What follows belongs to an exercise in optimizing a design on an open flow for small area; a production flow would make more cautious choices. At most, simulation tests tie the RTL to the original design; equivalence was not proved. No activity file was given, so power comes from the tool's default toggle rates.

Setup of lane 1:
==> flow/design.v (excerpt) <==
module ker_mem_loader #(
  parameter int KER_NUM        = 3,
  parameter int KER_WIDTH      = 75,
  parameter int KER_ADDR_BITS  = 11,
  parameter int DRAM_DATA_BITS = 512,
  parameter int DRAM_ADDR_BITS = 29
) (
  input  logic                                i_clk,
  input  logic                                i_rst,
  input  logic                                i_start,
  input  logic [$clog2(KER_NUM)-1:0]          i_ker_sel,
  input  logic [KER_ADDR_BITS:0]              i_ker_height,
  input  logic [DRAM_ADDR_BITS-1:0]           i_dram_base,
  output logic                                o_busy,
  output logic                                o_done,
  output logic                                o_err,
  output logic                                o_dram_rd_req,
  output logic [DRAM_ADDR_BITS-1:0]           o_dram_rd_addr,
  output logic [KER_ADDR_BITS:0]              o_dram_rd_len,
  input  logic                                i_dram_rd_gnt,
  input  logic [DRAM_DATA_BITS-1:0]           i_dram_rd_data,
  input  logic                                i_dram_rd_valid,
  output logic                                o_dram_rd_ready,
  output logic [KER_NUM-1:0]                  o_ker_wr_en,
  output logic [KER_ADDR_BITS-1:0]            o_ker_wr_addr,
  output logic [KER_WIDTH-1:0]                o_ker_wr_data,
  output logic [KER_WIDTH-1:0]                o_ker_checksum
);
Size in the first run: about 560 flip-flops, ~770 I/O pins, ~0.017 mm^2 of cells after synthesis.
Settings: LEC_CHECK=0, ABC_AREA=1, CAP_MARGIN=20, CORE_AREA=5 5 265 265, CTS_CLUSTER_DIAMETER=100, CTS_CLUSTER_SIZE=30, DIE_AREA=0 0 270 270, PLACE_DENSITY=0.8, SLEW_MARGIN=20; clock period 6.0 ns.
standard.sh (not shown) runs the stock make flow with config.mk's settings and CLKGATE_MAP_FILE= SYNTH_SCRIPT=/design/flow/synth_recipe.tcl, a recipe that flattens the netlist after the stock synthesis.
==> flow/flow/run.sh <==
#!/bin/bash
# Layout: the standard flow (standard.sh), with two changes:
#  - synthesis maps the logic with an area-oriented ABC script (flow/area.abc) through
#    flow/my_synth.tcl, which otherwise runs synth_recipe.tcl unchanged;
#  - the port buffers are plain buf_1 cells.
# The whole ORFS output goes to standard_flow.log; ORFS's per-step logs are under orfs/logs.
set -euo pipefail
here=$(pwd)
export BUFFER_PORTS_ARGS="-buffer_cell sky130_fd_sc_hd__buf_1"
export MY_ABC_SCRIPT="$here/flow/area.abc"
export FLOW_SYNTH_TCL="$here/synth_recipe.tcl"
sed -E "s#SYNTH_SCRIPT=[^ ]*synth_recipe\.tcl#SYNTH_SCRIPT=$here/flow/my_synth.tcl#" standard.sh > my_standard.sh
grep -q "SYNTH_SCRIPT=$here/flow/my_synth.tcl" my_standard.sh
bash my_standard.sh > standard_flow.log 2>&1
==> flow/flow/area.abc <==
strash
dch
&get -n
&dch -f
&nf -a -A 6 -E 6
&put
==> flow/flow/my_synth.tcl <==
# The standard synthesis (synth_recipe.tcl, unchanged), with only ABC's combinational
# mapping script replaced by $::env(MY_ABC_SCRIPT). Registers are mapped before ABC runs,
# so they are the standard synthesis's, with the same names and cell types.
proc abc {args} {
  set i [lsearch -exact $args -script]
  if {$i >= 0} {
    lset args [expr {$i + 1}] $::env(MY_ABC_SCRIPT)
  }
  puts "abc (area script) $args"
  yosys abc {*}$args
}
source $::env(FLOW_SYNTH_TCL)
[inputs] lane 2 vs lane 1
- PLACE_DENSITY removed (was 0.8)
### Flow results
Number of detailed-routing iterations run before antenna repair: lane 2 vs lane 1 identical
Cell-internal power: lane 2 < lane 1
Worst endpoint required time down 0.02 ns in lane 2 wrt lane 1
Total routing resource utilization after global routing ends up higher on lane 2.
Part of the cycle the worst path needs in lane 2 vs lane 1: down 4.1 points
Comparing lane 2 with lane 1, the post-detailed-placement cell area came out essentially unchanged.
In the reports for lane 2 and lane 1, the larger combinational power belongs to lane 2.
Lane 1 -> lane 2: number of buffers added by the clock tree synthesis step decreased by a few percent
Of lane 2 and lane 1, it is lane 2 that has the lower remaining max-slew budget at the tightest pin.

---

run A:
Another version of the RTL of ker_mem_loader (not shown whole).
Size in the first run: roughly 1,800 cells after synthesis, roughly 770 I/O pins, about 18,000 um2 of cells after synthesis.
export LEC_CHECK = 0
export ABC_AREA = 1
export CAP_MARGIN = 20
export CORE_MARGIN = 2
export CORE_UTILIZATION = 40
export CTS_CLUSTER_DIAMETER = 100
export CTS_CLUSTER_SIZE = 30
export SLEW_MARGIN = 20
create_clock -name core_clock -period 6.0 [get_ports {i_clk}]
==> flow/flow/run.sh <==
#!/bin/bash
# Layout: the standard flow, with plain buf_1 cells as the port buffers and ORFS's
# power recovery (downsizing gates off the critical paths) after global routing.
set -euo pipefail
export BUFFER_PORTS_ARGS="-buffer_cell sky130_fd_sc_hd__buf_1"
export RECOVER_POWER=100
bash standard.sh > standard_flow.log 2>&1
Run A: complete, dirty (max-capacitance violations, max-slew violations)
Setup changes, run A to run B
Settings: CORE_UTILIZATION removed (was 40); DIE_AREA newly set to 0 0 270 270; CORE_MARGIN removed (was 2); CORE_AREA newly set to 5 5 265 265.
==> flow/flow/run.sh <==
#!/bin/bash
# Layout: the standard flow (standard.sh), with two changes:
#  - synthesis maps the logic with an area-oriented ABC script (flow/area.abc) through
#    flow/my_synth.tcl, which otherwise runs synth_recipe.tcl unchanged;
#  - the port buffers are plain buf_1 cells.
# The whole ORFS output goes to standard_flow.log; ORFS's per-step logs are under orfs/logs.
set -euo pipefail
here=$(pwd)
export BUFFER_PORTS_ARGS="-buffer_cell sky130_fd_sc_hd__buf_1"
export MY_ABC_SCRIPT="$here/flow/area.abc"
export FLOW_SYNTH_TCL="$here/synth_recipe.tcl"
sed -E "s#SYNTH_SCRIPT=[^ ]*synth_recipe\.tcl#SYNTH_SCRIPT=$here/flow/my_synth.tcl#" standard.sh > my_standard.sh
grep -q "SYNTH_SCRIPT=$here/flow/my_synth.tcl" my_standard.sh
bash my_standard.sh > standard_flow.log 2>&1
==> flow/flow/area.abc (new file) <==
strash
&get -n
&dch
&nf -a
&put
==> flow/flow/my_synth.tcl (new file) <==
# The standard synthesis (synth_recipe.tcl, unchanged), with only ABC's combinational
# mapping script replaced by $::env(MY_ABC_SCRIPT). Registers are mapped before ABC runs,
# so they are the standard synthesis's, with the same names and cell types.
proc abc {args} {
  set i [lsearch -exact $args -script]
  if {$i >= 0} {
    lset args [expr {$i + 1}] $::env(MY_ABC_SCRIPT)
  }
  puts "abc (area script) $args"
  yosys abc {*}$args
}
source $::env(FLOW_SYNTH_TCL)
### Flow results
- FAIL for each of run A and run B
- Although run A finished all stages, its layout failed final checks on max-capacitance violations, max-slew violations.
- The flow for run B finished, though final verification flagged negative setup slack.
- Delta(tapcell count, run B - run A) > 0
- Run B — final total negative setup slack 1.14 ns lower, run A as reference
- Lower switching power share of the total was reported by run B, not run A.
- Run B vs. run A: area after synthesis now smaller; share of total power in combinational logic decreased by 1.1 points relative to the old numbers; sum of buffers and inverters on the critical path lost 15; cell internal power dissipation picked up an extra about 2.6%.
- Delta (run B minus run A): total of clock buffers placed in the layout grew by 4, routing usage on met2 saw a decrease, final cell count +4.5%.
Modified inputs, run C compared to run B
Settings: putting CORE_MARGIN at 2 where nothing was set; clearing CORE_AREA, which used to be 5 5 265 265; putting CORE_UTILIZATION at 40 where nothing was set; clearing DIE_AREA, which used to be 0 0 270 270.
==> run summary <==
Run C | ERROR | 3_2_place_iop. The area share of and/or/nand/nor cells after synthesis on run B is in line with that on run C. For number of placement rows, dividing the value from run B by the value from run C gives 1.3. [compare] base=run B new=run C: adder and majority cell fraction of the synthesized area barely changed, share of cell area taken by muxes after synthesis barely changed, number of synthesized flops with an enable pin barely changed. Diff run B -> run C: starting density of the core higher, post-synthesis async set-or-reset flop share barely changed, horizontal die dimension decreased by 21% relative to the old numbers. Run B has higher die extent in y than run C.
Function was not checked in any run of this note: the RTL went through the layout flow alone.

-- static timing again, ports no longer ideal --
No port has a modelled driver above. Below, the same layouts with a new extraction and two added sets of constraints. Step 1 sets driving cells, clkbuf_16 on the clock port and buf_2 on the other inputs (assumed; they add their load-dependent delay and slew). Step 2 adds t to the input delays and takes it off the output delays; t is the mean of the earliest and latest rising clock arrival at the registers after step 1. Input paths then give back, and output paths get back, about the clock's delay inside the block. Slacks: ideal / step 1 / step 2; pairs: ideal / step 1.
| run | t (ns) | setup WS [ns] | worst slew at a driven data input, ns |
|---|---|---|---|
| lane 1 | 0.637 | 1.087 / 1.116 / 0.479 | 0.16 |
| lane 2 | 0.613 | 1.335 / 1.323 / 0.709 | 0.09 |
| run A | 0.612 | 0.302 / 0.325 / -0.287 | 0.12 |
| run B | 0.629 | -0.414 / -0.398 / -1.027 | 0.24 |
The setup slack of lane 2, which loses most, moves by -0.012 ns with the drivers and by -0.626 ns with both steps.
